From an optimization exercise on the open Yosys and OpenROAD flow, aimed at small area, a short achievable clock period and few clock cycles per item; shortcuts taken in it are not production practice.
Where RTL was checked, it was by simulation tests only, not by an equivalence proof against the original.
Power figures rest on the tool's default switching activity, not on a simulated workload.

==> inputs of run D <==
Design hsl_band_column_zone_detector_top, start of the top module:
module hsl_band_column_zone_detector_top (
  input  logic                  clk_i,
  input  logic                  rst_ni,
  input  logic                  s_axis_tvalid,
  output logic                  s_axis_tready,
  input  logic [47:0]           s_axis_tdata,   
  input  logic                  s_axis_tlast,   
  output logic                  m_axis_tvalid,
  input  logic                  m_axis_tready,
  output logic [7:0]            m_axis_tdata,   
  output logic                  m_axis_tuser,   
  input  logic                  cfg_we_i,
  input  logic [CFG_IDX_W-1:0]  cfg_addr_i,
  input  logic [CFG_DATA_W-1:0] cfg_wdata_i
);
make LEC_CHECK=0 CAP_MARGIN=20 CORE_MARGIN=2 CORE_UTILIZATION=60 SETUP_SLACK_MARGIN=4.6 SLEW_MARGIN=20 finish   # period 7.5 ns
run.sh (not shown) runs the stock make flow with config.mk's settings and CLKGATE_MAP_FILE= SYNTH_SCRIPT=/design/flow/synth_recipe.tcl, a recipe that flattens the netlist after the stock synthesis.
==> inputs of run G, as changes to run D <==
--- a/flow/design.v
+++ b/flow/design.v
@@ -82,25 +82,32 @@
         3'd5: top_right_q <= cfg_wdata_i[BAND_W-1:0];
         3'd6: bot_left_q  <= cfg_wdata_i[BAND_W-1:0];
         3'd7: bot_right_q <= cfg_wdata_i[BAND_W-1:0];
         default: ;
       endcase
     end
   end
   logic [BAND_W-1:0] d_top_q, d_bot_q;
+  logic [11:0]       tl5_q, bl5_q;
   logic [13:0]       k_top_q, k_bot_q;    
   always_ff @(posedge clk_i) begin
     d_top_q <= (top_left_q >= top_right_q) ? top_left_q - top_right_q
                                            : top_right_q - top_left_q;
     d_bot_q <= (bot_left_q >= bot_right_q) ? bot_left_q - bot_right_q
                                            : bot_right_q - bot_left_q;
-    k_top_q <= 14'd0 - 14'(top_left_q) * 14'd5;
-    k_bot_q <= 14'd5 - 14'(bot_left_q) * 14'd5;
-  end
+    tl5_q   <= {1'b0, top_left_q, 2'b0} + 12'(top_left_q);
+    bl5_q   <= {1'b0, bot_left_q, 2'b0} + 12'(bot_left_q);
+    k_top_q <= 14'd0 - 14'(tl5_q);
+    k_bot_q <= 14'd5 - 14'(bl5_q);
+  end
+  function automatic logic [39:0] csa20(input logic [19:0] a, input logic [19:0] b,
+                                        input logic [19:0] c);
+    csa20 = {a ^ b ^ c, ((a & b) | (a & c) | (b & c)) << 1};
+  endfunction
   function automatic logic [35:0] mul_cs(input logic [8:0] d, input logic [8:0] c);
     logic [17:0] r [9];
     logic [17:0] s1, c1, s2, c2, s3, c3, s4, c4, s5, c5, s6, c6, s7, c7;
     for (int i = 0; i < 9; i++) r[i] = c[i] ? (18'(d) << i) : '0;
     s1 = r[0] ^ r[1] ^ r[2]; c1 = ((r[0] & r[1]) | (r[0] & r[2]) | (r[1] & r[2])) << 1;
     s2 = r[3] ^ r[4] ^ r[5]; c2 = ((r[3] & r[4]) | (r[3] & r[5]) | (r[4] & r[5])) << 1;
     s3 = r[6] ^ r[7] ^ r[8]; c3 = ((r[6] & r[7]) | (r[6] & r[8]) | (r[7] & r[8])) << 1;
     s4 = s1 ^ c1 ^ s2;       c4 = ((s1 & c1) | (s1 & s2) | (c1 & s2)) << 1;
@@ -207,44 +214,51 @@
     end
   end
   logic             s1_vld_q;
   logic [IDX_W-1:0] s1_col_q;
   logic [3:0]       s1_tap_q;
   logic             s1_rz_q, s1_match_q, s1_inr_q, s1_fend_q;
   logic [17:0]      s1_st_q, s1_ct_q, s1_sb_q, s1_cb_q;
   logic [13:0]      s1_et_q, s1_eb_q;
+  logic [39:0]      s1_et_cs, s1_eb_cs;
+  assign s1_et_cs = csa20(20'(q0_row_q) << 2, 20'(q0_row_q), {{6{k_top_q[13]}}, k_top_q});
+  assign s1_eb_cs = csa20(20'(q0_row_q) << 2, 20'(q0_row_q), {{6{k_bot_q[13]}}, k_bot_q});
   always_ff @(posedge clk_i) begin
     s1_col_q               <= q0_col_q;
     s1_tap_q               <= q_tap;
     s1_rz_q                <= (q0_row_q == '0);
     s1_match_q             <= q0_match_q;
     s1_inr_q               <= q0_inr_q;
     s1_fend_q              <= q0_fend_q;
     {s1_st_q, s1_ct_q}     <= mul_cs(d_top_q, q0_col_q);
     {s1_sb_q, s1_cb_q}     <= mul_cs(d_bot_q, q0_col_q);
-    s1_et_q                <= 14'(q0_row_q) * 14'd5 + k_top_q;
-    s1_eb_q                <= 14'(q0_row_q) * 14'd5 + k_bot_q;
+    s1_et_q                <= 14'(s1_et_cs[39:20] + s1_et_cs[19:0]);
+    s1_eb_q                <= 14'(s1_eb_cs[39:20] + s1_eb_cs[19:0]);
   end
   logic               a_vld_q;
-  logic               a_wen_q, a_first_q, a_last_q, a_match_q, a_fend_q;
+  logic               a_wen_q, a_first_q, a_last_q, a_match_q, a_fend_q, a_fflag_q;
   logic [12:0]        a_g_q;
   logic [4:0]         a_seg_q;
   logic [9:0]         a_tap_q;
   logic [19:0]        s1_ft, s1_gt;
   logic signed [13:0] s1_f, s1_g;
-  assign s1_ft = 20'(s1_st_q) + 20'(s1_ct_q) + {s1_et_q, 6'd0};
-  assign s1_gt = 20'(s1_sb_q) + 20'(s1_cb_q) + {s1_eb_q, 6'd0};
+  logic [39:0]        s1_ft_cs, s1_gt_cs;
+  assign s1_ft_cs = csa20(20'(s1_st_q), 20'(s1_ct_q), {s1_et_q, 6'd0});
+  assign s1_gt_cs = csa20(20'(s1_sb_q), 20'(s1_cb_q), {s1_eb_q, 6'd0});
+  assign s1_ft    = s1_ft_cs[39:20] + s1_ft_cs[19:0];
+  assign s1_gt    = s1_gt_cs[39:20] + s1_gt_cs[19:0];
   assign s1_f  = $signed(s1_ft[19:6]);
   assign s1_g  = $signed(s1_gt[19:6]);
   always_ff @(posedge clk_i) begin
     a_wen_q    <= s1_vld_q && s1_inr_q && (s1_f < 0) && (s1_g >= 14'sd5);
     a_first_q  <= (s1_g >= 14'sd5) && (s1_rz_q || (s1_g < 14'sd10));
     a_last_q   <= (s1_f >= -14'sd5);
     a_g_q      <= s1_g[12:0];
+    a_fflag_q  <= s1_match_q && (s1_g < 14'sd10);
     a_match_q  <= s1_match_q;
     a_fend_q   <= s1_fend_q;
     a_seg_q[0] <= (s1_col_q <= 9'd150);
     a_seg_q[1] <= (s1_col_q >= 9'd151) && (s1_col_q <= 9'd200);
     a_seg_q[2] <= (s1_col_q >= 9'd201) && (s1_col_q <= 9'd300);
     a_seg_q[3] <= (s1_col_q >= 9'd301) && (s1_col_q <= 9'd310);
     a_seg_q[4] <= (s1_col_q >= 9'd311);
     for (int k = 0; k < 10; k++) a_tap_q[k] <= (s1_tap_q == 4'(k));
@@ -260,34 +274,42 @@
   ) u_count_ram (
     .clk_i   (clk_i),
     .rsel_i  (a_tap_q),
     .rdata_o (ram_rdata),
     .wsel_i  (u_wsel_q),
     .wdata_i (u_cnt)
   );
   logic             u_vld_q;
-  logic             u_wen_q, u_first_q, u_last_q, u_match_q, u_fend_q;
+  logic             u_wen_q, u_first_q, u_last_q, u_match_q, u_fend_q, u_fflag_q;
+  logic [39:0]      u_cs1, u_cs2;
+  logic [19:0]      u_diff;
   logic [12:0]      u_g_q;
   logic [4:0]       u_seg_q;
   logic [CNT_W-1:0] u_old_q;
   logic             u_flag;
   always_ff @(posedge clk_i) begin
     u_wen_q   <= a_wen_q;
     u_first_q <= a_first_q;
     u_last_q  <= a_last_q;
     u_match_q <= a_match_q;
     u_fend_q  <= a_fend_q;
     u_g_q     <= a_g_q;
+    u_fflag_q <= a_fflag_q;
     u_seg_q   <= a_seg_q;
     u_old_q   <= ram_rdata;
     u_wsel_q  <= a_tap_q & {10{a_vld_q && a_wen_q}};
   end
   assign u_cnt  = u_first_q ? CNT_W'(u_match_q) : u_old_q + CNT_W'(u_match_q);
-  assign u_flag = u_wen_q && u_last_q && (14'(u_cnt) * 14'd10 > 14'(u_g_q));
+  assign u_cs1  = csa20(20'(u_old_q) << 3, 20'(u_old_q) << 1, u_match_q ? 20'd10 : 20'd0);
+  assign u_cs2  = csa20(u_cs1[39:20], u_cs1[19:0], ~(20'(u_g_q)));
+  assign u_diff = u_cs2[39:20] + u_cs2[19:0];
+  assign u_flag = u_wen_q && u_last_q &&
+                  (u_first_q ? u_fflag_q
+                             : (!u_diff[19] && !(u_match_q && (u_old_q == '1))));
   logic [4:0] d_hit_q;
   logic       d_vld_q, d_fend_q;
   always_ff @(posedge clk_i) begin
     d_fend_q <= u_fend_q;
     for (int s = 0; s < 5; s++) d_hit_q[s] <= u_flag && u_seg_q[s];
   end
   always_ff @(posedge clk_i or negedge rst_ni) begin
     if (!rst_ni) begin
- SETUP_SLACK_MARGIN: 4.6 -> 4.7
==> run summary <==
Power is about the same in run G and run D.
In run D the register-to-register slack is lower than in run G, by 0.86 ns.
In final area, run G and run D hardly differ.
Non-clock buffer count: run G is higher than run D (11).
Of run D and run G, run D has the higher final cell count (gap about 0.3%, measured against run G).
Testbench counts of run D, summed over its fixed seeds: cycles 491,568, pixels 491,520.
Only the layout flow was run in run G; the RTL was not checked for function there.

-- afterwards: timing with drivers on the ports --
How much do the figures lean on ideal ports? The routed layouts below were timed once more, with nothing changed but the port constraints. Step 1 (the two cells are an assumption about what drives the block):
set clk [get_ports {clk_i}]
set_driving_cell -lib_cell sky130_fd_sc_hd__clkbuf_16 $clk
set_driving_cell -lib_cell sky130_fd_sc_hd__buf_2 [delete_from_list [all_inputs] $clk]
Step 2, shift: input delay + t, output delay - t, t = (earliest + latest rising clock arrival at the registers) / 2. This alone moves slack from input paths to output paths. Slacks: no drivers / after step 1 / after step 2; pairs: no drivers / after step 1.
run	shift t [ns]	setup WS [ns]	cell pins on the clock port's net
run D	0.920	3.525 / 3.525 / 3.525	1
run G	0.938	4.389 / 4.389 / 3.829	1
After both steps setup and hold are still met in every run listed. The setup slack of run G, which loses most, moves by 0.000 ns with the drivers and by -0.560 ns with both steps.
